What follows belongs to an exercise in optimizing a design on an open flow for small area and a short achievable clock period; a production flow would make more cautious choices.
Function was checked by simulation only, so behaviour that the tests miss may differ from the original.

## flow/design.v (module list and top-level ports; edited modules follow where they fit)
// module coefficient_regs: 81 lines
// module state_chain: 29 lines
// module stage2_a: 250 lines
// module stage2_b: 437 lines
// module den_add: 80 lines
// module mul_cs: 560 lines
// module iir_filter: 185 lines
module iir_filter (
	input  logic clk,
	input  logic rst,
	input  logic signed [14:0] data,
	input  logic data_en,
	input  logic wb_cyc,
	input  logic wb_stb,
	input  logic wb_we,
	input  logic [2:0] wb_adr,
	input  logic [31:0] wb_dat_i,
	output logic [31:0] wb_dat_o,
	output logic wb_ack,
	output logic signed [14:0] data_out,
	output logic data_out_en
);
  // ...
==> flow/flow/run.sh <==
#!/bin/bash
# The standard layout (standard.sh) with one placement option changed:
# the input and output ports are buffered with buf_2 cells instead of the
# cell buffer_ports picks by itself. The make output goes to standard.log;
# ORFS keeps each step's own log in orfs/logs.
set -o pipefail
export BUFFER_PORTS_ARGS="-buffer_cell sky130_fd_sc_hd__buf_2"
bash standard.sh finish > standard.log 2>&1
==> flow/standard.sh <==
#!/bin/bash
# synth_recipe.tcl (not shown) runs the flow's synth.tcl, then flattens the netlist and writes it again
# the make line also repeats each setting of config.mk as NAME=value (left out here)
make -C /OpenROAD-flow-scripts/flow DESIGN_CONFIG=/design/flow/config.mk WORK_HOME=/design/flow/orfs CLKGATE_MAP_FILE= SYNTH_SCRIPT=/design/flow/synth_recipe.tcl "${@:-finish}"
==> flow/config.mk <==
export PLATFORM = sky130hd
export DESIGN_NAME = iir_filter
export DESIGN_NICKNAME = iir_filter
export VERILOG_FILES = /design/flow/design.v
export SDC_FILE = /design/flow/constraint.sdc
export NUM_CORES = 4
export LEC_CHECK = 0
export ABC_AREA = 1
export CAP_MARGIN = 20
export CORE_MARGIN = 2
export CORE_UTILIZATION = 50
export CTS_CLUSTER_DIAMETER = 75
export CTS_CLUSTER_SIZE = 30
export SETUP_SLACK_MARGIN = 4.8
export SLEW_MARGIN = 20
==> flow/constraint.sdc <==
create_clock -name core_clock -period 8.0 [get_ports {clk}]
set_input_delay 1.6000 -clock core_clock [delete_from_list [all_inputs] [get_ports {clk}]]
set_output_delay 1.6000 -clock core_clock [all_outputs]
set_load 0.01 [all_outputs]
==> results.txt, run 1 <==
----------------------------------------------------
[Outcome]
  Result of the run ... complete, no violations

[Clock network]
  Setup Buffers After CTS ... 39
  Number of H-tree levels ... 1
  Number of buffers added by the clock tree synthesis step ... 31
  Buffer type at the clock tree root ... sky130_fd_sc_hd__clkbuf_16

[Floorplanning]
  Die Footprint ... approximately 67000 um2

[GRT]
  GR met3 Demand/Resource ... 0.0335
  Initial antenna violation count ... 5
  All-layer global routing usage ... 0.284

[Yosys]
  Most area-consuming cells after synthesis ... sky130_fd_sc_hd__dfrtp_1, sky130_fd_sc_hd__dfxtp_1, sky130_fd_sc_hd__fa_1
  Synthesis-stage register bit count ... 538
  Ys async rst share ... 0.565
  Number of enable flip-flop cells after synthesis ... 0
  Area share of fa/ha/maj cells after synthesis ... 0.187
  Fraction of synthesized cell area in xor and xnor cells ... 0.0649
  Most used standard cells in the synthesized netlist ... sky130_fd_sc_hd__nand2_1, sky130_fd_sc_hd__inv_1, sky130_fd_sc_hd__o21ai_0

[STA]
  Clock skew ... just under 0.04 ns
  Clock period minus worst slack ... 3.37 ns

[Placed design]
  Number of port buffers ... 97
  Cell area after placement ... 33300 um2

[Layout]
  Number of nets in the final layout ... 4188
  Proportion of cell area occupied by multi-input gates ... 0.492
  Most common library cell in the layout ignoring fill and taps ... sky130_fd_sc_hd__nand2_1
  Leading cell types in the layout, fill and taps excluded ... sky130_fd_sc_hd__nand2_1, sky130_fd_sc_hd__inv_1, sky130_fd_sc_hd__o21ai_0

[Drt]
  Average wire length per cell after detail routing ... 20.6 um

[Worst setup path]
  Startpoint type of the worst setup path ... register
  Max incr delay on CP ... 0.59 ns
  Crit path max-delay family ... adder cells

----------------------------------------------------
==> run 2, diff against run 1 <==
--- a/flow/config.mk
+++ b/flow/config.mk
@@ -13,3 +13,3 @@
 export CTS_CLUSTER_SIZE = 30
-export SETUP_SLACK_MARGIN = 4.8
+export SETUP_SLACK_MARGIN = 4.5
 export SLEW_MARGIN = 20
==> run 2 against run 1 <==
Effect of this change:
- global-route usage decreased by 0.22 points
- final cell count down 0.77%
- worst hold slack improved by 0.0027 ns
- largest cell class unchanged
- non-clock buffer count is 42 lower
- register-to-register slack got worse by 0.097 ns
- synthesized cell count unchanged
- synthesized area stayed put
- highest routed layer unchanged
- critical path type unchanged
==> results.txt, run 2 <==
----------------------------------------------------
[Yosys]
  Synthesis-stage register bit count ... 538 (unchanged)
  Portion of the post-synthesis area used by sequential elements ... 0.385 (unchanged)
  Number of distinct library cell variants in the gate-level netlist after synthesis ... 45 (unchanged)
  Cells after Synth ... 3749 (unchanged)
  Most used DFF post-synth ... sky130_fd_sc_hd__dfxtp_1 (unchanged)
  Post-Syn Area ... 32300 um2 (unchanged)
  Number of enable flip-flop cells after synthesis ... 0 (unchanged)
  Most used standard cells in the synthesized netlist ... sky130_fd_sc_hd__nand2_1, sky130_fd_sc_hd__inv_1, sky130_fd_sc_hd__o21ai_0 (unchanged)
  Dominant cell type by area after synthesis ... sky130_fd_sc_hd__dfrtp_1 (unchanged)
  Number of warning messages in the yosys log ... 3 (unchanged)
  Most area-consuming cells after synthesis ... sky130_fd_sc_hd__dfrtp_1, sky130_fd_sc_hd__dfxtp_1, sky130_fd_sc_hd__fa_1 (unchanged)
  Total nets after synthesis ... 4149 (unchanged)
  Ys async rst share ... 0.565 (unchanged)
  Library cell with the highest instance count after synthesis ... sky130_fd_sc_hd__nand2_1 (unchanged)
  Average instance area after synthesis ... 8.60 um2 (unchanged)
  Proportion of netlist area held by the largest area contributor ... 0.163 (unchanged)

[GRT]
  All-layer global routing usage ... 0.282 (was 0.284)
  Global-route wire length before repair ... 144 mm (was 146 mm)
  Vias in the first global route ... 24500 (was 25000)
  Maximum number of pins on one net before global-route repair ... 123 (was 130)
  Initial antenna violation count ... 4 (was 5)
  Gr ovfl total ... 0 (unchanged)

[Placed design]
  Total half-perimeter wirelength after legalization and detailed placement ... 66.7 mm (was 66.1 mm)
  Dpl ws ... 3.71 ns (was 3.73 ns)
  Final weighted congestion of routability-driven global placement ... 0.900 (was 0.916)
  Number of port buffers ... 97 (unchanged)

[STA]
  Final Max Tran Viols ... 0 (unchanged)
  Final Cycle Share ... 0.434 (was 0.422)
  Remaining max-slew budget at the tightest pin ... 0.333 (was 0.421)
  Worst Setup Slack, final ... 4.53 ns (was 4.63 ns)
  Unrepaired setup endpoints after global routing ... true (unchanged)
  Final count of hold timing violations ... 0 (unchanged)
  Maximum frequency from static timing analysis ... 288 MHz (was 297 MHz)
  Final setup vio count ... 0 (unchanged)
  Clock skew ... 0.0324 ns (was 0.0387 ns)
  Clock period minus worst slack ... 3.47 ns (was 3.37 ns)
  Final sum of negative setup slack ... 0 ns (unchanged)
  Tightest hold margin ... 0.358 ns (was 0.355 ns)
  Transition time of the tightest slew-check pin ... 0.989 ns (was 0.868 ns)

[Worst setup path]
  Worst setup path startpoint ... num_c[4]$_DFFE_PP0P_ (was pa_y[1]$_DFF_P_)
  Critical R2R Launch ... num_c[4]$_DFFE_PP0P_ (was pa_y[1]$_DFF_P_)
  Critical path data arrival time ... 3.97 ns (was 3.89 ns)
  Element type at the critical path end ... register (unchanged)
  Reg-to-reg slack, setup ... 4.53 ns (was 4.63 ns)
  Critical-path maximum fanout ... 4 (was 3)
  Startpoint type of the worst setup path ... register (unchanged)
  Most used cell along the critical path ... sky130_fd_sc_hd__fa_1 (unchanged)
  Data required time at the worst endpoint ... 8.50 ns (was 8.52 ns)
  WS Path Type ... register to register (unchanged)
  Sequence of cells on the critical path ... inv_1, fa_1, inv_1, fa_1, fa_1, ha_1, a21o_1, a31oi_4, o21bai_2, nand2_1, nand2_1, xor2_2 (was inv_4, fa_1, inv_2, fa_1, fa_1, inv_2, fa_2, o21ai_4, a21oi_4, buf_6, nor3b_4, nor2_2, nand2_1, nand2_2)
  CP max stage cell ... sky130_fd_sc_hd__fa_1 (unchanged)
  Max incr delay on CP ... 0.54 ns (was 0.59 ns)

[Drt]
  Average wire length per cell after detail routing ... 20.3 um (was 20.6 um)
  DRC Markers ... 0 (unchanged)
  Number of vias per cell ... 5.37 (was 5.42)
  Top layer in use ... met5 (unchanged)
  Routed length on met3 ... 5.63 mm (was 5.51 mm)
  Met1 WL ... 39.9 mm (was 40.8 mm)
  Count of nets left with antenna violations after detail routing ... 0 (unchanged)
  Number of DRC markers in iteration 0 ... 2115 (was 2116)
  Overall via count from detail_route ... 24900 (was 25300)
  Met2 wirelength from detailed routing ... 45.8 mm (was 46.5 mm)
  Final Routed Wirelength ... 94.2 mm (was 96.0 mm)
  Number of optimization iterations in the first detailed-route pass ... 6 (was 5)

[Clock network]
  Clock tree from TritonCTS ... built (unchanged)
  Number of buffers added by the clock tree synthesis step ... 35 (was 31)
  Maximum root-to-sink buffer count ... 3 (unchanged)
  CTS Hold Bufs ... 0 (unchanged)
  Worst skew pair latency ... 0.61 ns (was 0.66 ns)
  Clock edge transition at the registers on the reported setup and hold paths ... 0.10 ns (was 0.09 ns)
  Buffer type at the clock tree root ... sky130_fd_sc_hd__clkbuf_16 (unchanged)
  Number of H-tree levels ... 2 (was 1)
  Total clock sinks ... 538 (unchanged)

[Floorplanning]
  Number of rows created at floorplan ... 93 (unchanged)
  Die Footprint ... 66600 um2 (unchanged)
  Floorplan die height ... 258 um (unchanged)
  Chip width ... 258 um (unchanged)
  Effective utilization at floorplan ... 0.503 (unchanged)
  Core Footprint ... 64100 um2 (unchanged)
  Boundary Pins ... 105 (unchanged)

[Layout]
  Number of nets in the final layout ... 4150 (was 4188)
  Area added between synthesis and finish ... 9.03% (was 12.4%)
  Inserted Diodes ... 0 (unchanged)
  Leading cell types in the layout, fill and taps excluded ... sky130_fd_sc_hd__nand2_1, sky130_fd_sc_hd__inv_1, sky130_fd_sc_hd__o21ai_0 (unchanged)
  Layout cell share with drive strength beyond 1 ... 0.106 (was 0.160)
  Fin util ... 0.548 (was 0.565)
  Most common library cell in the layout ignoring fill and taps ... sky130_fd_sc_hd__nand2_1 (unchanged)

[Min path]
  Worst min path class ... register to register (unchanged)
  Worst Min Path Start ... s[3]$_DFF_PP0_ (unchanged)

[Flow run]
  Max-cap viol count ... 0 (unchanged)

[Outcome]
  Result of the run ... complete, no violations (unchanged)

----------------------------------------------------
==> run 2: logic make-up after synthesis <==
group,synth area share
adder cells (fa/ha/maj),0.187
buffers and inverters,0.0928
flip-flops,0.385
AO/OA/AOI/OAI,0.137
XOR/XNOR,0.0649
AND/OR/NAND/NOR,0.134
==> run 2: area by class of cell <==
type / instances / area [um2]
Fill cell: 6042 / 29000
Timing Repair Buffer: 161 / 1050
Clock inverter: 24 / 394
Sequential cell: 538 / 12400
Tap cell: 855 / 1070
Multi-Input combinational cell: 2438 / 17100
Inverter: 576 / 2190
Clock buffer: 39 / 965
==> run 2: timing repair <==
action / CTS / global route
endpoints found under the setup margin: 62 / 43
gates cloned: 0 / 2
resized for setup: 31 / 48
buffers inserted: 6 / 22
pin swaps: 3 / 14
==> run 2: worst paths after layout <==
path                            depth (start not counted)                                   end
min in group asynchronous                               2                  num_c[5]$_DFFE_PP0P_
worst max-delay path                                   12                      ra[11]$_DFF_PP0_
worst min-delay path                                    0                        s[4]$_DFF_PP0_
worst min register to register                          0                        s[4]$_DFF_PP0_
max in group asynchronous                               4  i_coefficient_regs.g_a2[8]$_DFF_PP0_
worst max register to register                         12                      ra[11]$_DFF_PP0_
==> run 2: metal layers <==
metal,track usage,vias to the layer above
met3,0.0451,160
li1,-,11900
met2,0.482,780
met1,0.373,12000
met5,0,-
met4,0.0787,4
==> run 2: worst max-delay path, delay by kind of cell (launching register included) <==
| kind | cells | cell delay (ns) |
|---|---|---|
| adder cells (fa/ha/maj) | 4 | 1.93 |
| AO/OA/AOI/OAI | 3 | 0.58 |
| flip-flops | 1 | 0.33 |
| XOR/XNOR | 1 | 0.26 |
| AND/OR/NAND/NOR | 2 | 0.15 |
| buffers and inverters | 2 | 0.12 |
==> run 2: per-stage QoR <==
step	cells	area [um2]
5_1_grt	4631	35200
3_3_place_gp	4538	33300
4_1_cts	4607	34800
6_report	4631	35200
2_1_floorplan	3749	32300
3_5_place_dp	4538	33300
==> run 3, diff against run 2 <==
--- a/flow/config.mk
+++ b/flow/config.mk
@@ -13,3 +13,3 @@
 export CTS_CLUSTER_SIZE = 30
-export SETUP_SLACK_MARGIN = 4.5
+export SETUP_SLACK_MARGIN = 4.6
 export SLEW_MARGIN = 20
==> run 3 against run 2 <==
Effect of this change:
- global-route usage is 0.19 points lower
- critical path depth fell by 1
- final cell count up 0.17%
- largest cell class unchanged
- non-clock buffer count is 5 higher
- sequential cell count did not move
- routed wire length down 0.24%
- worst setup slack improved by 0.14 ns
- synthesized cell count unchanged
- core utilization up 0.30 points
==> results.txt, run 3 <==
----------------------------------------------------
[GRT]
  Global-route wire length before repair ... 143 mm (was 144 mm)
  Gr ovfl total ... 0 (unchanged)
  All-layer global routing usage ... 0.280 (was 0.282)
  Vias in the first global route ... 24600 (was 24500)
  Initial antenna violation count ... 1 (was 4)
  Maximum number of pins on one net before global-route repair ... 173 (was 123)

[Placed design]
  Post-placement cell count ... 4540 (was 4538)
  Cell area after placement ... 33300 um2 (about the same)
  Total half-perimeter wirelength after legalization and detailed placement ... 66.6 mm (was 66.7 mm)
  Final weighted congestion of routability-driven global placement ... 0.899 (was 0.900)
  Number of port buffers ... 97 (unchanged)

[STA]
  Final count of hold timing violations ... 0 (unchanged)
  Final Max Tran Viols ... 0 (unchanged)
  Clock period minus worst slack ... 3.33 ns (was 3.47 ns)
  Clock skew ... 0.0398 ns (was 0.0324 ns)
  Transition time of the tightest slew-check pin ... 1.02 ns (was 0.989 ns)
  Maximum frequency from static timing analysis ... 301 MHz (was 288 MHz)
  Remaining max-slew budget at the tightest pin ... 0.322 (was 0.333)
  Final Cycle Share ... 0.416 (was 0.434)
  Unrepaired setup endpoints after global routing ... true (unchanged)
  Final sum of negative setup slack ... 0 ns (unchanged)
  Final setup vio count ... 0 (unchanged)

[Clock network]
  Number of buffers added by the clock tree synthesis step ... 35 (unchanged)
  Worst skew pair latency ... 0.61 ns (about the same)
  Maximum root-to-sink buffer count ... 3 (unchanged)
  Total clock sinks ... 538 (unchanged)
  Clock edge transition at the registers on the reported setup and hold paths ... 0.09 ns (was 0.10 ns)
  CTS Hold Bufs ... 0 (unchanged)
  Number of H-tree levels ... 2 (unchanged)
  Buffer type at the clock tree root ... sky130_fd_sc_hd__clkbuf_16 (unchanged)
  Clock tree from TritonCTS ... built (unchanged)

[Yosys]
  Proportion of netlist area held by the largest area contributor ... 0.163 (unchanged)
  Most used DFF post-synth ... sky130_fd_sc_hd__dfxtp_1 (unchanged)
  Post-Syn Area ... 32300 um2 (unchanged)
  Most area-consuming cells after synthesis ... sky130_fd_sc_hd__dfrtp_1, sky130_fd_sc_hd__dfxtp_1, sky130_fd_sc_hd__fa_1 (unchanged)
  Total nets after synthesis ... 4149 (unchanged)
  Number of distinct library cell variants in the gate-level netlist after synthesis ... 45 (unchanged)
  Library cell with the highest instance count after synthesis ... sky130_fd_sc_hd__nand2_1 (unchanged)
  Portion of the post-synthesis area used by sequential elements ... 0.385 (unchanged)
  Synthesis-stage register bit count ... 538 (unchanged)
  Average instance area after synthesis ... 8.60 um2 (unchanged)
  Number of enable flip-flop cells after synthesis ... 0 (unchanged)
  Cells after Synth ... 3749 (unchanged)
  Number of warning messages in the yosys log ... 3 (unchanged)
  Ys async rst share ... 0.565 (unchanged)
  Most used standard cells in the synthesized netlist ... sky130_fd_sc_hd__nand2_1, sky130_fd_sc_hd__inv_1, sky130_fd_sc_hd__o21ai_0 (unchanged)
  Dominant cell type by area after synthesis ... sky130_fd_sc_hd__dfrtp_1 (unchanged)

[Floorplanning]
  Floorplan die height ... 258 um (unchanged)
  Number of rows created at floorplan ... 93 (unchanged)
  Effective utilization at floorplan ... 0.503 (unchanged)
  Boundary Pins ... 105 (unchanged)
  Core Footprint ... 64100 um2 (unchanged)
  Die Footprint ... 66600 um2 (unchanged)
  Chip width ... 258 um (unchanged)

[Worst setup path]
  Reg-to-reg slack, setup ... 4.67 ns (was 4.53 ns)
  Critical-path maximum fanout ... 16 (was 4)
  Critical R2R Launch ... i_state_chain.w1[3]$_DFFE_PP0P_ (was num_c[4]$_DFFE_PP0P_)
  Worst R2R Path Depth ... 11 (was 12)
  CP max stage cell ... sky130_fd_sc_hd__fa_1 (unchanged)
  Data required time at the worst endpoint ... 8.44 ns (was 8.50 ns)
  Crit path max-delay family ... adder cells (unchanged)
  Startpoint type of the worst setup path ... register (unchanged)
  WS Path Type ... register to register (unchanged)
  Most used cell along the critical path ... sky130_fd_sc_hd__fa_1 (unchanged)
  Crit. path cell count ... 11 (was 12)
  Max incr delay on CP ... 0.52 ns (was 0.54 ns)
  Critical path data arrival time ... 3.76 ns (was 3.97 ns)
  Bufs and invs on worst path ... 4 (was 2)
  Sequence of cells on the critical path ... buf_4, nor2_1, nor2_1, clkinvlp_4, buf_4, o22ai_1, xor2_1, fa_1, inv_1, fa_1, fa_1 (was inv_1, fa_1, inv_1, fa_1, fa_1, ha_1, a21o_1, a31oi_4, o21bai_2, nand2_1, nand2_1, xor2_2)
  Element type at the critical path end ... register (unchanged)
  Worst setup path startpoint ... i_state_chain.w1[3]$_DFFE_PP0P_ (was num_c[4]$_DFFE_PP0P_)

[Layout]
  Layout cell share with drive strength beyond 1 ... 0.118 (was 0.106)
  Area added between synthesis and finish ... 9.63% (was 9.03%)
  Most common library cell in the layout ignoring fill and taps ... sky130_fd_sc_hd__nand2_1 (unchanged)
  Cell area after layout ... 35400 um2 (was 35200 um2)
  Filler instances ... 6019 (was 6042)
  Number of nets in the final layout ... 4156 (was 4150)
  Post-route non-filler standard cell count ... 4639 (was 4631)
  Leading cell types in the layout, fill and taps excluded ... sky130_fd_sc_hd__nand2_1, sky130_fd_sc_hd__inv_1, sky130_fd_sc_hd__o21ai_0 (unchanged)

[Drt]
  Overall via count from detail_route ... 25100 (was 24900)
  Number of DRC markers in iteration 0 ... 1970 (was 2115)
  Final Routed Wirelength ... 93.9 mm (was 94.2 mm)
  DRC Markers ... 0 (unchanged)
  Average wire length per cell after detail routing ... 20.3 um (about the same)
  Number of optimization iterations in the first detailed-route pass ... 5 (was 6)
  Count of nets left with antenna violations after detail routing ... 0 (unchanged)
  Number of vias per cell ... 5.40 (was 5.37)

[Flow run]
  Max-cap viol count ... 0 (unchanged)

[Min path]
  Worst hold path cell count ... 0 (unchanged)
  Worst Min Path Start ... s[3]$_DFF_PP0_ (unchanged)
  Worst min path class ... register to register (unchanged)

[Outcome]
  Result of the run ... complete, no violations (unchanged)

----------------------------------------------------
## run 3: layout make-up
class | instances | area (um2) | area share
Tap cell | 855 | 1070 | 0.0303
Timing Repair Buffer | 166 | 1100 | 0.0312
Clock buffer | 41 | 898 | 0.0254
Inverter | 576 | 2200 | 0.0623
Clock inverter | 23 | 358 | 0.0101
Antenna cell | 1 | 2.50 | 0.0000708
Multi-Input combinational cell | 2439 | 17300 | 0.489
Sequential cell | 538 | 12400 | 0.351
## run 3: what timing repair did
action	CTS	global route
buffers inserted	10	21
pin swaps	11	44
setup endpoints to repair	67	57
cloned	0	3
resized for setup	52	92
endpoints found under the hold margin	0	0
## run 3: kinds of logic (layout without fill, tap and decap cells)
group	count (synthesis)	after routing	share of synthesized area
simple gates	1089	1090	0.134
other cells	0	1	0
fa+ha+maj	344	344	0.187
flops	538	538	0.385
compound gates	766	766	0.137
buf+inv	773	806	0.0928
xor+xnor	239	239	0.0649
## run 3: path summary, 6_finish.rpt
path,endpoint
worst max register to register,pa_2[11]$_DFF_P_
max in group asynchronous,i_coefficient_regs.g_a1[20]$_DFF_PP0_
worst max-delay path,pa_2[11]$_DFF_P_
worst min register to register,s[4]$_DFF_PP0_
min in group asynchronous,oen_q$_DFF_PP0_
worst min-delay path,s[4]$_DFF_PP0_
## run 3: per-stage QoR
step	util	hold WS [ns]	worst slack, ns
final	0.551	0.380	4.67
after global routing	0.551	0.386	4.46
after CTS	0.543	0.378	4.51
after detailed placement	0.519	0.357	4.07
after global placement	0.519	0.333	4.04
after floorplan	-	0.331	2.43
## run 3: metal layers
| layer | up-vias | global-route usage | part of all wire |
|---|---|---|---|
| li1 | 11900 | - | - |
| met1 | 12200 | 0.384 | 0.43 |
| met2 | 786 | 0.474 | 0.48 |
| met3 | 170 | 0.0285 | 0.057 |
| met4 | 0 | 0.0796 | 0.030 |
| met5 | - | 0 | 0 |
==> run 4, diff against run 3 <==
==> flow/flow/run.sh (replaced) <==
#!/bin/bash
# The standard layout (standard.sh) with two options changed:
#  - the input and output ports are buffered with buf_2 cells instead of
#    the cell buffer_ports picks by itself
set -o pipefail
export BUFFER_PORTS_ARGS="-buffer_cell sky130_fd_sc_hd__buf_2"
bash standard.sh "CTS_ARGS=-sink_clustering_enable -repair_clock_nets -dont_use_dummy_load -sink_clustering_size 30 -sink_clustering_max_diameter 75" finish > standard.log 2>&1
==> run 4 against run 3 <==
Effect of this change:
- clock skew up 0.042 ns
- synthesized area stayed put
- cell area is 1.1% lower
- critical path depth up 11
- fmax down 0.73%
- final cell count is 0.67% lower
- routed wire length about the same
- global-route usage about the same
==> results.txt, run 4 <==
----------------------------------------------------
[Placed design]
  Number of port buffers ... 97 (unchanged)
  Final weighted congestion of routability-driven global placement ... 0.899 (unchanged)
  Total half-perimeter wirelength after legalization and detailed placement ... 66.6 mm (unchanged)

[Clock network]
  CTS Hold Bufs ... 0 (unchanged)
  Total clock sinks ... 538 (unchanged)
  Clock tree from TritonCTS ... built (unchanged)
  Buffer type at the clock tree root ... sky130_fd_sc_hd__clkbuf_16 (unchanged)
  Maximum root-to-sink buffer count ... 3 (unchanged)
  Worst skew pair latency ... 0.61 ns (about the same)
  Number of H-tree levels ... 2 (unchanged)
  Number of buffers added by the clock tree synthesis step ... 35 (unchanged)
  Clock edge transition at the registers on the reported setup and hold paths ... 0.10 ns (was 0.09 ns)

[STA]
  Final sum of negative setup slack ... 0 ns (unchanged)
  Final count of hold timing violations ... 0 (unchanged)
  Remaining max-slew budget at the tightest pin ... 0.305 (was 0.322)
  Clock period minus worst slack ... 3.35 ns (was 3.33 ns)
  Final Cycle Share ... 0.419 (was 0.416)
  Final setup vio count ... 0 (unchanged)
  Unrepaired setup endpoints after global routing ... true (unchanged)
  Final Max Tran Viols ... 0 (unchanged)
  Clock skew ... 0.0814 ns (was 0.0398 ns)
  Transition time of the tightest slew-check pin ... 1.04 ns (was 1.02 ns)
  Tightest hold margin ... 0.372 ns (was 0.380 ns)
  Maximum frequency from static timing analysis ... 298 MHz (was 301 MHz)

[Yosys]
  Most used DFF post-synth ... sky130_fd_sc_hd__dfxtp_1 (unchanged)
  Dominant cell type by area after synthesis ... sky130_fd_sc_hd__dfrtp_1 (unchanged)
  Most used standard cells in the synthesized netlist ... sky130_fd_sc_hd__nand2_1, sky130_fd_sc_hd__inv_1, sky130_fd_sc_hd__o21ai_0 (unchanged)
  Synthesis-stage register bit count ... 538 (unchanged)
  Ys async rst share ... 0.565 (unchanged)
  Cells after Synth ... 3749 (unchanged)
  Proportion of netlist area held by the largest area contributor ... 0.163 (unchanged)
  Number of enable flip-flop cells after synthesis ... 0 (unchanged)
  Most area-consuming cells after synthesis ... sky130_fd_sc_hd__dfrtp_1, sky130_fd_sc_hd__dfxtp_1, sky130_fd_sc_hd__fa_1 (unchanged)
  Library cell with the highest instance count after synthesis ... sky130_fd_sc_hd__nand2_1 (unchanged)
  Post-Syn Area ... 32300 um2 (unchanged)
  Total nets after synthesis ... 4149 (unchanged)
  Number of warning messages in the yosys log ... 3 (unchanged)
  Portion of the post-synthesis area used by sequential elements ... 0.385 (unchanged)
  Average instance area after synthesis ... 8.60 um2 (unchanged)
  Number of distinct library cell variants in the gate-level netlist after synthesis ... 45 (unchanged)

[GRT]
  All-layer global routing usage ... 0.280 (about the same)
  Initial antenna violation count ... 1 (unchanged)
  Gr ovfl total ... 0 (unchanged)
  Global-route wire length before repair ... 143 mm (about the same)
  Vias in the first global route ... 24500 (was 24600)
  Maximum number of pins on one net before global-route repair ... 173 (unchanged)

[Layout]
  Most common library cell in the layout ignoring fill and taps ... sky130_fd_sc_hd__nand2_1 (unchanged)
  Leading cell types in the layout, fill and taps excluded ... sky130_fd_sc_hd__nand2_1, sky130_fd_sc_hd__inv_1, sky130_fd_sc_hd__o21ai_0 (unchanged)
  Layout cell share with drive strength beyond 1 ... 0.114 (was 0.118)
  Area added between synthesis and finish ... 8.46% (was 9.63%)
  Inserted Diodes ... 0 (was 1)
  Number of nets in the final layout ... 4155 (was 4156)

[Drt]
  Overall via count from detail_route ... 24900 (was 25100)
  Number of optimization iterations in the first detailed-route pass ... 6 (was 5)
  Number of DRC markers in iteration 0 ... 2034 (was 1970)
  Number of vias per cell ... 5.41 (was 5.40)
  Average wire length per cell after detail routing ... 20.4 um (was 20.3 um)
  Count of nets left with antenna violations after detail routing ... 0 (unchanged)
  DRC Markers ... 0 (unchanged)
  Final Routed Wirelength ... 93.9 mm (about the same)

[Min path]
  Worst hold path cell count ... 0 (unchanged)
  Hold Path End ... s[4]$_DFF_PP0_ (unchanged)
  Worst min path class ... register to register (unchanged)
  Worst Min Path Start ... s[3]$_DFF_PP0_ (unchanged)

[Worst setup path]
  Element type at the critical path end ... register (unchanged)
  Crit path max-delay family ... adder cells (unchanged)
  Most used cell along the critical path ... sky130_fd_sc_hd__nand2_1 (was sky130_fd_sc_hd__fa_1)
  Endpoint of the worst register-to-register path ... i_state_chain.w1[14]$_DFFE_PP0P_ (was pa_2[11]$_DFF_P_)
  Sequence of cells on the critical path ... ha_1, inv_1, fa_2, inv_1, nand3_1, nand2_2, nand2_1, nand3_2, inv_2, fa_2, xor2_1, ha_1, nand2_1, nand2_1, o21bai_1, nand2_1, nand2_1, nor2_2, inv_1, nand2_1, nand3_2, nand2_1 (was buf_4, nor2_1, nor2_1, clkinvlp_4, buf_4, o22ai_1, xor2_1, fa_1, inv_1, fa_1, fa_1)
  Max incr delay on CP ... 0.38 ns (was 0.52 ns)
  Bufs and invs on worst path ... 4 (unchanged)
  Critical R2R Launch ... den_s[0]$_DFFE_PP0P_ (was i_state_chain.w1[3]$_DFFE_PP0P_)
  Crit. path cell count ... 22 (was 11)
  Critical-path maximum fanout ... 4 (was 16)
  WS Path Type ... register to register (unchanged)
  Reg-to-reg slack, setup ... 4.65 ns (was 4.67 ns)
  Startpoint type of the worst setup path ... register (unchanged)
  Data required time at the worst endpoint ... 8.52 ns (was 8.44 ns)
  Critical path data arrival time ... 3.88 ns (was 3.76 ns)
  Worst R2R Path Depth ... 22 (was 11)
  CP max stage cell ... sky130_fd_sc_hd__fa_2 (was sky130_fd_sc_hd__fa_1)

[Floorplanning]
  Boundary Pins ... 105 (unchanged)
  Core Footprint ... 64100 um2 (unchanged)
  Floorplan die height ... 258 um (unchanged)
  Die Footprint ... 66600 um2 (unchanged)
  Chip width ... 258 um (unchanged)
  Number of rows created at floorplan ... 93 (unchanged)
  Effective utilization at floorplan ... 0.503 (unchanged)

[Flow run]
  Max-cap viol count ... 0 (unchanged)

[Outcome]
  Result of the run ... complete, no violations (unchanged)

----------------------------------------------------
==> run 4: worst max path at each step <==
stage                    startpoint                               end
2_1_floorplan                   rst              den_c[0]$_DFFE_PP0P_
3_3_place_gp        pa_y[1]$_DFF_P_                  ra[12]$_DFF_PP0_
3_5_place_dp              wb_adr[2]                     gb[4]$_DFF_P_
4_1_cts        num_c[3]$_DFFE_PP0P_                  ra[12]$_DFF_PP0_
5_1_grt        den_s[0]$_DFFE_PP0P_  i_state_chain.w1[14]$_DFFE_PP0P_
6_report       den_s[0]$_DFFE_PP0P_  i_state_chain.w1[14]$_DFFE_PP0P_
==> run 4: per-stage QoR <==
step                 util  setup WS [ns]  cells  instance area [um2]
floorplan               -           2.43   3749                32300
global placement    0.519           4.04   4540                33300
detailed placement  0.519           4.07   4540                33300
CTS                 0.537           4.54   4585                34400
global route        0.546           4.45   4608                35000
finish              0.546           4.65   4608                35000
==> run 4: routing by layer <==
metal,up-vias,wire length [um],track usage,share of wire
met3,150,5090,0.0280,0.054
li1,11900,-,-,-
met1,12100,41000,0.384,0.44
met4,0,2770,0.0790,0.030
met2,781,45000,0.474,0.48
met5,-,0,0,0
==> run 4: kinds of logic (layout without fill, tap and decap cells) <==
| group | count (synthesis) | after routing | synth area share |
|---|---|---|---|
| and+or+nand+nor | 1089 | 1090 | 0.134 |
| adders and majority gates | 344 | 344 | 0.187 |
| buffers and inverters | 773 | 776 | 0.0928 |
| DFF | 538 | 538 | 0.385 |
| xor gates and xnor gates | 239 | 239 | 0.0649 |
| AOI/OAI and AO/OA | 766 | 766 | 0.137 |
==> run 4: final cells by class <==
class                           count  area [um2]
Inverter                          576        2200
Sequential cell                   538       12400
Tap cell                          855        1070
Multi-Input combinational cell   2439       17300
Timing Repair Buffer              165        1090
Clock buffer                       35         876
Fill cell                        6050       29100
==> run 4: timing repair <==
action / 4_1_cts / 5_1_grt
setup buffers: 10 / 20
hold endpoints to repair: 0 / 0
gates cloned: 0 / 3
gates resized for setup: 53 / 94
endpoints found under the setup margin: 70 / 61
pin swaps: 10 / 44
==> module coefficient_regs, before the edit <==
module coefficient_regs (
	input  logic clk,
	input  logic rst,
	input  logic wb_cyc,
	input  logic wb_stb,
	input  logic wb_we,
	input  logic [2:0] wb_adr,
	input  logic [31:0] wb_dat_i,
	output logic [31:0] wb_dat_o,
	output logic wb_ack,
	output logic wr,
	output logic [24:0] g_b0, g_b1, g_b2, g_b3, g_a1, g_a2, g_a3,
	output logic [24:0] n_b0, n_b1, n_b2, n_b3, n_a1, n_a2, n_a3
);
	logic ack_q;
	logic access;
	logic [24:0] rd_q;
	logic [24:0] rd_d;
	logic wr_q;
	logic [2:0] adr_q;
	logic [24:0] dat_q;
	assign access = wb_cyc && wb_stb && !ack_q;
	assign wr = access && wb_we;
	always_ff @(posedge clk or posedge rst) begin
		if (rst) begin
			ack_q <= 1'b0;
			wr_q <= 1'b0;
		end else begin
			ack_q <= access;
			wr_q <= wr;
		end
	end
	always_ff @(posedge clk) begin
		adr_q <= wb_adr;
		dat_q <= wb_dat_i[24:0];
	end
	assign wb_ack = ack_q;
	assign n_b0 = (wr_q && adr_q == 3'd0) ? dat_q : g_b0;
	assign n_b1 = (wr_q && adr_q == 3'd1) ? dat_q : g_b1;
	assign n_b2 = (wr_q && adr_q == 3'd2) ? dat_q : g_b2;
	assign n_b3 = (wr_q && adr_q == 3'd3) ? dat_q : g_b3;
	assign n_a1 = (wr_q && adr_q == 3'd4) ? dat_q : g_a1;
	assign n_a2 = (wr_q && adr_q == 3'd5) ? dat_q : g_a2;
	assign n_a3 = (wr_q && adr_q == 3'd6) ? dat_q : g_a3;
	always_ff @(posedge clk or posedge rst) begin
		if (rst) begin
			g_b0 <= iir_filter_pkg::rst_b0;
			g_b1 <= iir_filter_pkg::rst_b1;
			g_b2 <= iir_filter_pkg::rst_b2;
			g_b3 <= iir_filter_pkg::rst_b3;
			g_a1 <= iir_filter_pkg::rst_a1;
			g_a2 <= iir_filter_pkg::rst_a2;
			g_a3 <= iir_filter_pkg::rst_a3;
		end else begin
			g_b0 <= n_b0;
			g_b1 <= n_b1;
			g_b2 <= n_b2;
			g_b3 <= n_b3;
			g_a1 <= n_a1;
			g_a2 <= n_a2;
			g_a3 <= n_a3;
		end
	end
	always_comb begin
		case (wb_adr)
			3'd0: rd_d = g_b0;
			3'd1: rd_d = g_b1;
			3'd2: rd_d = g_b2;
			3'd3: rd_d = g_b3;
			3'd4: rd_d = g_a1;
			3'd5: rd_d = g_a2;
			3'd6: rd_d = g_a3;
			default: rd_d = '0;
		endcase
		if (wb_we && wb_adr != 3'd7) rd_d = wb_dat_i[24:0];
	end
	always_ff @(posedge clk) begin
		rd_q <= rd_d;
	end
	assign wb_dat_o = {{7{rd_q[24]}}, rd_q};
endmodule
==> module iir_filter, before the edit <==
module iir_filter (
	input  logic clk,
	input  logic rst,
	input  logic signed [14:0] data,
	input  logic data_en,
	input  logic wb_cyc,
	input  logic wb_stb,
	input  logic wb_we,
	input  logic [2:0] wb_adr,
	input  logic [31:0] wb_dat_i,
	output logic [31:0] wb_dat_o,
	output logic wb_ack,
	output logic signed [14:0] data_out,
	output logic data_out_en
);
	logic wr;
	logic [24:0] g_b0, g_b1, g_b2, g_b3, g_a1, g_a2, g_a3;
	logic [24:0] n_b0, n_b1, n_b2, n_b3, n_a1, n_a2, n_a3;
	logic [14:0] w1, w2, w3;
	logic [14:0] den_s, den_c, num_s, num_c;
	logic [14:0] ra, rb_s, rb_c;
	logic [14:0] ya, yb_s, yb_c;
	logic [4:0] s;
	logic samp;
	logic oen_q;
	coefficient_regs i_coefficient_regs (
		.clk      (clk),
		.rst      (rst),
		.wb_cyc   (wb_cyc),
		.wb_stb   (wb_stb),
		.wb_we    (wb_we),
		.wb_adr   (wb_adr),
		.wb_dat_i (wb_dat_i),
		.wb_dat_o (wb_dat_o),
		.wb_ack   (wb_ack),
		.wr       (wr),
		.g_b0     (g_b0),
		.g_b1     (g_b1),
		.g_b2     (g_b2),
		.g_b3     (g_b3),
		.g_a1     (g_a1),
		.g_a2     (g_a2),
		.g_a3     (g_a3),
		.n_b0     (n_b0),
		.n_b1     (n_b1),
		.n_b2     (n_b2),
		.n_b3     (n_b3),
		.n_a1     (n_a1),
		.n_a2     (n_a2),
		.n_a3     (n_a3)
	);
	state_chain i_state_chain (
		.clk     (clk),
		.rst     (rst),
		.data    (data),
		.data_en (data_en),
		.den_s   (den_s),
		.den_c   (den_c),
		.w1      (w1),
		.w2      (w2),
		.w3      (w3)
	);
	logic start;
	assign start = data_en || wr;
	always_ff @(posedge clk or posedge rst) begin
		if (rst) begin
			s <= '0;
			samp <= 1'b0;
			oen_q <= 1'b0;
		end else begin
			s[0] <= start;
			s[1] <= s[0] && !start;
			s[2] <= s[1] && !start;
			s[3] <= s[2] && !start;
			s[4] <= s[3];
			if (start) samp <= data_en;
			oen_q <= s[1] && samp;
		end
	end
	logic [20:0] ga, gb;
	logic [14:0] wb;
	always_ff @(posedge clk) begin
		if (s[0]) ga <= n_a1[20:0];
		else if (s[1]) ga <= n_b1[20:0];
		else if (s[2]) ga <= '0;
		else ga <= n_b0[20:0];
		if (wr) gb <= (wb_adr == 3'd5) ? wb_dat_i[20:0] : n_a2[20:0];
		else if (s[0]) gb <= n_a3[20:0];
		else if (s[1]) gb <= n_b2[20:0];
		else if (s[2]) gb <= n_b3[20:0];
		else gb <= n_a2[20:0];
	end
	always_ff @(posedge clk) begin
		if (data_en) wb <= w1;
		else if ((s[0] || s[2]) && !wr) wb <= w3;
		else wb <= w2;
	end
	logic [14:0] ha_0, ha_1, ha_2;
	logic [1:0] ha_y;
	mul_cs i_mul_a (
		.w  (w1),
		.g  (ga),
		.h0 (ha_0),
		.h1 (ha_1),
		.h2 (ha_2),
		.cy (ha_y)
	);
	logic [14:0] hb_0, hb_1, hb_2;
	logic [1:0] hb_y;
	mul_cs i_mul_b (
		.w  (wb),
		.g  (gb),
		.h0 (hb_0),
		.h1 (hb_1),
		.h2 (hb_2),
		.cy (hb_y)
	);
	logic [14:0] pa_0, pa_1, pa_2, pb_0, pb_1, pb_2;
	logic [1:0] pa_y, pb_y;
	always_ff @(posedge clk) begin
		pa_0 <= ha_0;
		pa_1 <= ha_1;
		pa_2 <= ha_2;
		pa_y <= ha_y;
		pb_0 <= hb_0;
		pb_1 <= hb_1;
		pb_2 <= hb_2;
		pb_y <= hb_y;
	end
	stage2_a i_stage2_a (
		.h0   (pa_0),
		.h1   (pa_1),
		.h2   (pa_2),
		.cy   (pa_y),
		.add0 (num_s),
		.add1 (num_c),
		.y    (ya)
	);
	logic use_a;
	assign use_a = !s[1];
	stage2_b i_stage2_b (
		.h0   (pb_0),
		.h1   (pb_1),
		.h2   (pb_2),
		.cy   (pb_y),
		.g0   (use_a ? pa_0 : 15'd0),
		.g1   (use_a ? pa_1 : 15'd0),
		.g2   (use_a ? pa_2 : 15'd0),
		.gcy  (use_a ? pa_y : 2'd0),
		.add0 (rb_s),
		.add1 (rb_c),
		.ys   (yb_s),
		.yc   (yb_c)
	);
	always_ff @(posedge clk or posedge rst) begin
		if (rst) begin
			ra <= '0;
			den_s <= '0;
			den_c <= '0;
			num_s <= '0;
			num_c <= '0;
		end else begin
			ra <= ya;
			if (s[2]) begin
				den_s <= yb_s;
				den_c <= yb_c;
			end
			if (s[4]) begin
				num_s <= yb_s;
				num_c <= yb_c;
			end
		end
	end
	always_ff @(posedge clk) begin
		if (s[0] || s[2]) begin
			rb_s <= '0;
			rb_c <= '0;
		end else begin
			rb_s <= yb_s;
			rb_c <= yb_c;
		end
	end
	assign data_out = ra;
	assign data_out_en = oen_q;
endmodule
==> run 5, diff against run 4 <==
--- a/flow/design.v
+++ b/flow/design.v
@@ -33,5 +33,2 @@
 	logic [24:0] rd_d;
-	logic wr_q;
-	logic [2:0] adr_q;
-	logic [24:0] dat_q;
 	assign access = wb_cyc && wb_stb && !ack_q;
@@ -39,22 +36,13 @@
 	always_ff @(posedge clk or posedge rst) begin
-		if (rst) begin
-			ack_q <= 1'b0;
-			wr_q <= 1'b0;
-		end else begin
-			ack_q <= access;
-			wr_q <= wr;
-		end
-	end
-	always_ff @(posedge clk) begin
-		adr_q <= wb_adr;
-		dat_q <= wb_dat_i[24:0];
+		if (rst) ack_q <= 1'b0;
+		else ack_q <= access;
 	end
 	assign wb_ack = ack_q;
-	assign n_b0 = (wr_q && adr_q == 3'd0) ? dat_q : g_b0;
-	assign n_b1 = (wr_q && adr_q == 3'd1) ? dat_q : g_b1;
-	assign n_b2 = (wr_q && adr_q == 3'd2) ? dat_q : g_b2;
-	assign n_b3 = (wr_q && adr_q == 3'd3) ? dat_q : g_b3;
-	assign n_a1 = (wr_q && adr_q == 3'd4) ? dat_q : g_a1;
-	assign n_a2 = (wr_q && adr_q == 3'd5) ? dat_q : g_a2;
-	assign n_a3 = (wr_q && adr_q == 3'd6) ? dat_q : g_a3;
+	assign n_b0 = (wr && wb_adr == 3'd0) ? wb_dat_i[24:0] : g_b0;
+	assign n_b1 = (wr && wb_adr == 3'd1) ? wb_dat_i[24:0] : g_b1;
+	assign n_b2 = (wr && wb_adr == 3'd2) ? wb_dat_i[24:0] : g_b2;
+	assign n_b3 = (wr && wb_adr == 3'd3) ? wb_dat_i[24:0] : g_b3;
+	assign n_a1 = (wr && wb_adr == 3'd4) ? wb_dat_i[24:0] : g_a1;
+	assign n_a2 = (wr && wb_adr == 3'd5) ? wb_dat_i[24:0] : g_a2;
+	assign n_a3 = (wr && wb_adr == 3'd6) ? wb_dat_i[24:0] : g_a3;
 	always_ff @(posedge clk or posedge rst) begin
@@ -1538,11 +1526,13 @@
 	always_ff @(posedge clk) begin
-		if (s[0]) ga <= n_a1[20:0];
-		else if (s[1]) ga <= n_b1[20:0];
-		else if (s[2]) ga <= '0;
-		else ga <= n_b0[20:0];
-		if (wr) gb <= (wb_adr == 3'd5) ? wb_dat_i[20:0] : n_a2[20:0];
-		else if (s[0]) gb <= n_a3[20:0];
-		else if (s[1]) gb <= n_b2[20:0];
-		else if (s[2]) gb <= n_b3[20:0];
-		else gb <= n_a2[20:0];
+		begin
+			if (start) ga <= n_b0[20:0];
+			else if (s[0]) ga <= g_a1[20:0];
+			else if (s[1]) ga <= g_b1[20:0];
+			else ga <= '0;
+			if (start) gb <= n_a2[20:0];
+			else if (s[0]) gb <= g_a3[20:0];
+			else if (s[1]) gb <= g_b2[20:0];
+			else if (s[2]) gb <= g_b3[20:0];
+			else gb <= '0;
+		end
 	end
==> flow/flow/run.sh (replaced) <==
#!/bin/bash
# The standard layout (standard.sh) with one placement option changed:
# the input and output ports are buffered with buf_2 cells instead of the
# cell buffer_ports picks by itself. The make output goes to standard.log;
# ORFS keeps each step's own log in orfs/logs.
set -o pipefail
export BUFFER_PORTS_ARGS="-buffer_cell sky130_fd_sc_hd__buf_2"
bash standard.sh finish > standard.log 2>&1
==> run 5 against run 4 <==
Effect of this change:
- sequential cell count down 29
- first-iteration DRC count up 2.3%
- routed wire length up 4.9%
- non-clock buffer count up 36
- still clean
- cell area up 0.31%
- global-route usage up 2.4 points
- clock skew down 0.038 ns
==> results.txt, run 5 <==
----------------------------------------------------
[Outcome]
  Result of the run ... complete, no violations (unchanged)

[Yosys]
  Cells after Synth ... 3661 (was 3749)
  Most used standard cells in the synthesized netlist ... sky130_fd_sc_hd__inv_1, sky130_fd_sc_hd__nand2_1, sky130_fd_sc_hd__o21ai_0 (was sky130_fd_sc_hd__nand2_1, sky130_fd_sc_hd__inv_1, sky130_fd_sc_hd__o21ai_0)
  Number of distinct library cell variants in the gate-level netlist after synthesis ... 44 (was 45)
  Most area-consuming cells after synthesis ... sky130_fd_sc_hd__dfrtp_1, sky130_fd_sc_hd__fa_1, sky130_fd_sc_hd__dfxtp_1 (was sky130_fd_sc_hd__dfrtp_1, sky130_fd_sc_hd__dfxtp_1, sky130_fd_sc_hd__fa_1)
  Library cell with the highest instance count after synthesis ... sky130_fd_sc_hd__inv_1 (was sky130_fd_sc_hd__nand2_1)
  Ys async rst share ... 0.595 (was 0.565)
  Synthesis-stage register bit count ... 509 (was 538)
  Post-Syn Area ... 31500 um2 (was 32300 um2)
  Total nets after synthesis ... 4061 (was 4149)
  Number of enable flip-flop cells after synthesis ... 0 (unchanged)
  Number of warning messages in the yosys log ... 3 (unchanged)
  Dominant cell type by area after synthesis ... sky130_fd_sc_hd__dfrtp_1 (unchanged)
  Proportion of netlist area held by the largest area contributor ... 0.166 (was 0.163)
  Most used DFF post-synth ... sky130_fd_sc_hd__dfrtp_1 (was sky130_fd_sc_hd__dfxtp_1)
  Average instance area after synthesis ... 8.60 um2 (about the same)
  Portion of the post-synthesis area used by sequential elements ... 0.376 (was 0.385)

[Min path]
  Worst min path class ... register to register (unchanged)

[STA]
  Final setup vio count ... 0 (unchanged)
  Unrepaired setup endpoints after global routing ... true (unchanged)
  Final Max Tran Viols ... 0 (unchanged)
  Transition time of the tightest slew-check pin ... 1.03 ns (was 1.04 ns)
  Maximum frequency from static timing analysis ... 297 MHz (was 298 MHz)
  Clock period minus worst slack ... 3.37 ns (was 3.35 ns)
  Clock skew ... 0.0432 ns (was 0.0814 ns)
  Remaining max-slew budget at the tightest pin ... 0.313 (was 0.305)
  Final sum of negative setup slack ... 0 ns (unchanged)
  Final Cycle Share ... 0.421 (was 0.419)
  Final count of hold timing violations ... 0 (unchanged)
  Tightest hold margin ... 0.361 ns (was 0.372 ns)

[Clock network]
  Clock tree from TritonCTS ... built (unchanged)
  Number of buffers added by the clock tree synthesis step ... 35 (unchanged)
  Buffer type at the clock tree root ... sky130_fd_sc_hd__clkbuf_16 (unchanged)
  CTS Hold Bufs ... 0 (unchanged)
  Maximum root-to-sink buffer count ... 3 (unchanged)
  Total clock sinks ... 509 (was 538)
  Worst skew pair latency ... 0.61 ns (about the same)
  Clock edge transition at the registers on the reported setup and hold paths ... 0.10 ns (about the same)
  Number of H-tree levels ... 2 (unchanged)

[GRT]
  Maximum number of pins on one net before global-route repair ... 153 (was 173)
  All-layer global routing usage ... 0.304 (was 0.280)
  Gr ovfl total ... 0 (unchanged)
  Initial antenna violation count ... 6 (was 1)
  Global-route wire length before repair ... 149 mm (was 143 mm)
  Vias in the first global route ... 25200 (was 24500)

[Floorplanning]
  Chip width ... 255 um (was 258 um)
  Floorplan die height ... 255 um (was 258 um)
  Effective utilization at floorplan ... 0.508 (was 0.503)
  Boundary Pins ... 105 (unchanged)
  Die Footprint ... 65000 um2 (was 66600 um2)
  Core Footprint ... 61900 um2 (was 64100 um2)
  Number of rows created at floorplan ... 91 (was 93)

[Worst setup path]
  Element type at the critical path end ... register (unchanged)
  Critical-path maximum fanout ... 5 (was 4)
  WS Path Type ... register to register (unchanged)
  Critical path data arrival time ... 3.84 ns (was 3.88 ns)
  Data required time at the worst endpoint ... 8.47 ns (was 8.52 ns)
  Startpoint type of the worst setup path ... register (unchanged)

[Drt]
  Top layer in use ... met5 (was met4)
  Number of vias per cell ... 5.53 (was 5.41)
  Met2 wirelength from detailed routing ... 47.8 mm (was 45.0 mm)
  Number of optimization iterations in the first detailed-route pass ... 6 (unchanged)
  Overall via count from detail_route ... 25300 (was 24900)
  Average wire length per cell after detail routing ... 21.5 um (was 20.4 um)
  Routed length on met3 ... 6.61 mm (was 5.09 mm)
  Count of nets left with antenna violations after detail routing ... 0 (unchanged)
  Met1 WL ... 39.6 mm (was 41.0 mm)
  DRC Markers ... 0 (unchanged)
  Number of DRC markers in iteration 0 ... 2081 (was 2034)
  Final Routed Wirelength ... 98.5 mm (was 93.9 mm)

[Flow run]
  Max-cap viol count ... 0 (unchanged)

[Placed design]
  Final weighted congestion of routability-driven global placement ... 0.931 (was 0.899)
  Number of port buffers ... 97 (unchanged)
  Total half-perimeter wirelength after legalization and detailed placement ... 70.0 mm (was 66.6 mm)

[Layout]
  Inserted Diodes ... 0 (unchanged)
  Leading cell types in the layout, fill and taps excluded ... sky130_fd_sc_hd__inv_1, sky130_fd_sc_hd__nand2_1, sky130_fd_sc_hd__o21ai_0 (was sky130_fd_sc_hd__nand2_1, sky130_fd_sc_hd__inv_1, sky130_fd_sc_hd__o21ai_0)
  Number of nets in the final layout ... 4109 (was 4155)
  Filler instances ... 5589 (was 6050)
  Area added between synthesis and finish ... 11.5% (was 8.46%)
  Layout cell share with drive strength beyond 1 ... 0.139 (was 0.114)
  Most common library cell in the layout ignoring fill and taps ... sky130_fd_sc_hd__inv_1 (was sky130_fd_sc_hd__nand2_1)

----------------------------------------------------
## run 5: logic make-up (layout without fill, tap and decap cells)
| logic type | Yosys count | in the layout | synth area share |
|---|---|---|---|
| and+or+nand+nor | 880 | 883 | 0.110 |
| AOI/OAI and AO/OA | 827 | 827 | 0.150 |
| xor gates and xnor gates | 238 | 238 | 0.0662 |
| adders and majority gates | 344 | 344 | 0.192 |
| buffers and inverters | 863 | 935 | 0.106 |
| DFF | 509 | 509 | 0.376 |
## run 5: per-layer routing
layer  vias up  global-route usage
met5         -                   0
met4        10               0.131
met3       217              0.0429
met2       947               0.515
met1     12400               0.390
li1      11700                   -
## run 5: cell type report
type	instances	area, um2	share of cell area
Inverter	669	2570	0.0732
Multi-Input combinational cell	2292	17000	0.484
Sequential cell	509	11900	0.338
Clock buffer	38	928	0.0265
Clock inverter	26	342	0.00973
Timing Repair Buffer	201	1360	0.0388
Tap cell	837	1050	0.0298
Timing Repair inverter	1	5.00	0.000143
## run 5: repair_timing
item / 4_1_cts / 5_1_grt
setup buffers: 12 / 60
endpoints found under the setup margin: 153 / 69
resized for setup: 64 / 119
endpoints found under the hold margin: 0 / 0
pin swaps: 8 / 44
cloned: 2 / 3
## run 5: critical path: stages (launching register included)
cell and delay [ns]:
sky130_fd_sc_hd__dfxtp_1 0.31, sky130_fd_sc_hd__inv_1 0.22, sky130_fd_sc_hd__fa_1 0.46, sky130_fd_sc_hd__inv_1 0.09, sky130_fd_sc_hd__fa_1 0.45, sky130_fd_sc_hd__fa_1 0.60
sky130_fd_sc_hd__ha_4 0.23, sky130_fd_sc_hd__nand2_1 0.06, sky130_fd_sc_hd__nand2_1 0.05, sky130_fd_sc_hd__a31oi_2 0.20, sky130_fd_sc_hd__inv_1 0.10, sky130_fd_sc_hd__a21oi_2 0.19
sky130_fd_sc_hd__o21ai_4 0.10, sky130_fd_sc_hd__nand3_1 0.11, sky130_fd_sc_hd__nand2_2 0.08
## run 5: through the flow
stage,util,area (um2),cells,setup WS (ns)
after detailed placement,0.524,32500,4432,3.79
after floorplan,-,31500,3661,2.45
after global placement,0.524,32500,4432,3.80
final,0.567,35100,4573,4.63
after CTS,0.550,34100,4510,4.59
after global routing,0.567,35100,4573,4.50
## run 5: path summary, 6_finish.rpt
kind	start	endpoint	slack [ns]	cells after the start
max in group asynchronous	rst	i_state_chain.w1[11]$_DFFE_PP0P_	5.50	3
setup reg to reg	pa_0[9]$_DFF_P_	ra[14]$_DFF_PP0_	4.63	14
hold / removal	s[3]$_DFF_PP0_	s[4]$_DFF_PP0_	0.36	0
setup / recovery	pa_0[9]$_DFF_P_	ra[14]$_DFF_PP0_	4.63	14
hold reg to reg	s[3]$_DFF_PP0_	s[4]$_DFF_PP0_	0.36	0
min in group asynchronous	rst	i_coefficient_regs.g_b3[13]$_DFFE_PP0P_	1.10	2
==> run 6, diff against run 5 <==
--- a/flow/config.mk
+++ b/flow/config.mk
@@ -13,3 +13,3 @@
 export CTS_CLUSTER_SIZE = 30
-export SETUP_SLACK_MARGIN = 4.6
+export SETUP_SLACK_MARGIN = 4.4
 export SLEW_MARGIN = 20
==> run 6 against run 5 <==
Effect of this change:
- still clean
- sequential share of layout area up 0.86 points
- register-to-register slack worse by 0.15 ns
- worst hold slack got worse by 0.00055 ns
- critical path depth decreased by 4
- cell area fell by 2.6%
- synthesized cell count unchanged
- critical path type unchanged
==> results.txt, run 6 <==
----------------------------------------------------
[Outcome]
  Result of the run ... complete, no violations (unchanged)

[Yosys]
  Number of warning messages in the yosys log ... 3 (unchanged)
  Cells after Synth ... 3661 (unchanged)
  Post-Syn Area ... 31500 um2 (unchanged)
  Number of enable flip-flop cells after synthesis ... 0 (unchanged)
  Proportion of netlist area held by the largest area contributor ... 0.166 (unchanged)
  Dominant cell type by area after synthesis ... sky130_fd_sc_hd__dfrtp_1 (unchanged)
  Average instance area after synthesis ... 8.60 um2 (unchanged)
  Synthesis-stage register bit count ... 509 (unchanged)
  Portion of the post-synthesis area used by sequential elements ... 0.376 (unchanged)
  Most area-consuming cells after synthesis ... sky130_fd_sc_hd__dfrtp_1, sky130_fd_sc_hd__fa_1, sky130_fd_sc_hd__dfxtp_1 (unchanged)
  Number of distinct library cell variants in the gate-level netlist after synthesis ... 44 (unchanged)
  Most used standard cells in the synthesized netlist ... sky130_fd_sc_hd__inv_1, sky130_fd_sc_hd__nand2_1, sky130_fd_sc_hd__o21ai_0 (unchanged)
  Total nets after synthesis ... 4061 (unchanged)
  Most used DFF post-synth ... sky130_fd_sc_hd__dfrtp_1 (unchanged)
  Library cell with the highest instance count after synthesis ... sky130_fd_sc_hd__inv_1 (unchanged)
  Ys async rst share ... 0.595 (unchanged)

[Worst setup path]
  Bufs and invs on worst path ... 4 (was 3)
  Startpoint type of the worst setup path ... register (unchanged)
  Data required time at the worst endpoint ... 8.49 ns (was 8.47 ns)
  Sequence of cells on the critical path ... clkbuf_8, nor2_1, fa_1, inv_1, fa_1, fa_1, inv_1, fa_1, inv_1, o21ai_0 (was inv_1, fa_1, inv_1, fa_1, fa_1, ha_4, nand2_1, nand2_1, a31oi_2, inv_1, a21oi_2, o21ai_4, nand3_1, nand2_2)
  Most used cell along the critical path ... sky130_fd_sc_hd__fa_1
  Critical-path maximum fanout ... 44 (was 5)
  Element type at the critical path end ... register (unchanged)
  WS Path Type ... register to register (unchanged)
  Critical path data arrival time ... 4.01 ns (was 3.84 ns)
  CP max stage cell ... sky130_fd_sc_hd__fa_1 (unchanged)
  Crit path max-delay family ... adder cells (unchanged)
  Max incr delay on CP ... 0.56 ns (was 0.60 ns)

[STA]
  Final setup vio count ... 0 (unchanged)
  Remaining max-slew budget at the tightest pin ... 0.349 (was 0.313)
  Clock skew ... 0.0410 ns (was 0.0432 ns)
  Clock period minus worst slack ... 3.52 ns (was 3.37 ns)
  Worst Setup Slack, final ... 4.48 ns (was 4.63 ns)
  Final sum of negative setup slack ... 0 ns (unchanged)
  Unrepaired setup endpoints after global routing ... true (unchanged)
  Final count of hold timing violations ... 0 (unchanged)
  Final Cycle Share ... 0.440 (was 0.421)
  Final Max Tran Viols ... 0 (unchanged)
  Transition time of the tightest slew-check pin ... 0.977 ns (was 1.03 ns)
  Tightest hold margin ... 0.360 ns (was 0.361 ns)
  Maximum frequency from static timing analysis ... 284 MHz (was 297 MHz)

[Placed design]
  Final weighted congestion of routability-driven global placement ... 0.931 (unchanged)
  Number of port buffers ... 97 (unchanged)
  Total half-perimeter wirelength after legalization and detailed placement ... 70.0 mm (unchanged)
  Dpl ws ... 3.79 ns (unchanged)

[Drt]
  Number of vias per cell ... 5.53 (about the same)
  Final Routed Wirelength ... 96.4 mm (was 98.5 mm)
  Overall via count from detail_route ... 25000 (was 25300)
  Number of optimization iterations in the first detailed-route pass ... 6 (unchanged)
  Number of DRC markers in iteration 0 ... 2122 (was 2081)
  DRC Markers ... 0 (unchanged)
  Count of nets left with antenna violations after detail routing ... 0 (unchanged)
  Average wire length per cell after detail routing ... 21.3 um (was 21.5 um)

[Layout]
  Area added between synthesis and finish ... 8.57% (was 11.5%)
  Layout cell share with drive strength beyond 1 ... 0.106 (was 0.139)
  Number of nets in the final layout ... 4056 (was 4109)
  Filler instances ... 5663 (was 5589)
  Leading cell types in the layout, fill and taps excluded ... sky130_fd_sc_hd__inv_1, sky130_fd_sc_hd__nand2_1, sky130_fd_sc_hd__o21ai_0 (unchanged)
  Most common library cell in the layout ignoring fill and taps ... sky130_fd_sc_hd__inv_1 (unchanged)

[GRT]
  All-layer global routing usage ... 0.301 (was 0.304)
  Initial antenna violation count ... 6 (unchanged)
  Global-route wire length before repair ... 148 mm (was 149 mm)
  Vias in the first global route ... 25100 (was 25200)
  Gr ovfl total ... 0 (unchanged)
  Maximum number of pins on one net before global-route repair ... 153 (unchanged)

[Clock network]
  Worst skew pair latency ... 0.61 ns (about the same)
  Buffer type at the clock tree root ... sky130_fd_sc_hd__clkbuf_16 (unchanged)
  Number of H-tree levels ... 2 (unchanged)
  Clock tree from TritonCTS ... built (unchanged)
  Number of buffers added by the clock tree synthesis step ... 35 (unchanged)
  Total clock sinks ... 509 (unchanged)
  Clock edge transition at the registers on the reported setup and hold paths ... 0.10 ns (about the same)
  Maximum root-to-sink buffer count ... 3 (unchanged)

[Floorplanning]
  Boundary Pins ... 105 (unchanged)
  Effective utilization at floorplan ... 0.508 (unchanged)
  Floorplan die height ... 255 um (unchanged)
  Number of rows created at floorplan ... 91 (unchanged)
  Core Footprint ... 61900 um2 (unchanged)
  Die Footprint ... 65000 um2 (unchanged)
  Chip width ... 255 um (unchanged)

[Flow run]
  Max-cap viol count ... 0 (unchanged)

[Min path]
  Worst min path class ... register to register (unchanged)

----------------------------------------------------
-- run 6: metrics by stage --
stage	area [um2]	cells	utilization
floorplan	31500	3661	-
finish	34200	4521	0.552
global route	34200	4520	0.552
global placement	32500	4432	0.524
CTS	33900	4502	0.547
detailed placement	32500	4432	0.524
-- run 6: final timing paths --
path	startpoint	end	slack (ns)	depth (start not counted)
max	s[1]$_DFF_PP0_	den_s[7]$_DFFE_PP0P_	4.48	10
min	s[3]$_DFF_PP0_	s[4]$_DFF_PP0_	0.36	0
max reg2reg	s[1]$_DFF_PP0_	den_s[7]$_DFFE_PP0P_	4.48	10
min reg2reg	s[3]$_DFF_PP0_	s[4]$_DFF_PP0_	0.36	0
max in group asynchronous	rst	i_state_chain.w1[11]$_DFFE_PP0P_	5.53	3
min in group asynchronous	rst	i_coefficient_regs.g_b3[13]$_DFFE_PP0P_	1.11	2
-- run 6: cell type report --
class,count,area [um2],area share
Timing Repair Buffer,151,925,0.0271
Antenna cell,1,2.50,0.0000732
Inverter,669,2550,0.0746
Clock buffer,38,928,0.0272
Clock inverter,26,342,0.00999
Sequential cell,509,11800,0.346
Multi-Input combinational cell,2290,16500,0.484
Tap cell,837,1050,0.0306
-- run 6: layer usage --
| layer | wire length, um | share of wire | track usage |
|---|---|---|---|
| met5 | 63 | 0.00065 | 0 |
| met3 | 6450 | 0.067 | 0.0434 |
| met2 | 46600 | 0.48 | 0.511 |
| met1 | 38900 | 0.40 | 0.387 |
| met4 | 4450 | 0.046 | 0.127 |
-- run 6: kinds of logic after synthesis --
kind of cell,synth area share
AOI/OAI and AO/OA,0.150
and+or+nand+nor,0.110
adders and majority gates,0.192
xor gates and xnor gates,0.0662
buffers and inverters,0.106
DFF,0.376
-- run 6: what timing repair did --
item                                    4_1_cts  5_1_grt
setup buffers                                 6       17
endpoints found under the setup margin       54       58
hold buffers                                  0        0
gates resized for setup                      23       48
cloned                                        0        1
pin swaps                                     1        8

==> port drivers added, routing unchanged <==
Ports are ideal in the flow. The routed layouts listed here were re-timed in OpenROAD.
Step 1 (the two cells are an assumption about what drives the block):
set clk [get_ports {clk}]
set_driving_cell -lib_cell sky130_fd_sc_hd__clkbuf_16 $clk
set_driving_cell -lib_cell sky130_fd_sc_hd__buf_2 [delete_from_list [all_inputs] $clk]
Step 2 times the ports against the registers' clock, not the clock port: input delays grow and output delays shrink by t, the midpoint of the rising clock arrivals with the driver on.
Slacks: ideal / step 1 / step 2; pairs: ideal / step 1.
run | t, ns | slack for setup (ns) | pins driven straight from the clock port
run 1 | 0.701 | 4.627 / 4.627 / 4.259 | 1
run 2 | 0.657 | 4.531 / 4.531 / 4.262 | 1
run 3 | 0.656 | 4.673 / 4.673 / 4.271 | 1
run 4 | 0.632 | 4.649 / 4.649 / 4.283 | 1
run 5 | 0.649 | 4.632 / 4.632 / 4.056 | 1
run 6 | 0.647 | 4.482 / 4.482 / 3.915 | 1
After both steps every run listed still meets setup and hold. For run 5, which loses most, drivers alone change the setup slack by 0.000 ns; drivers and shift together by -0.576 ns.
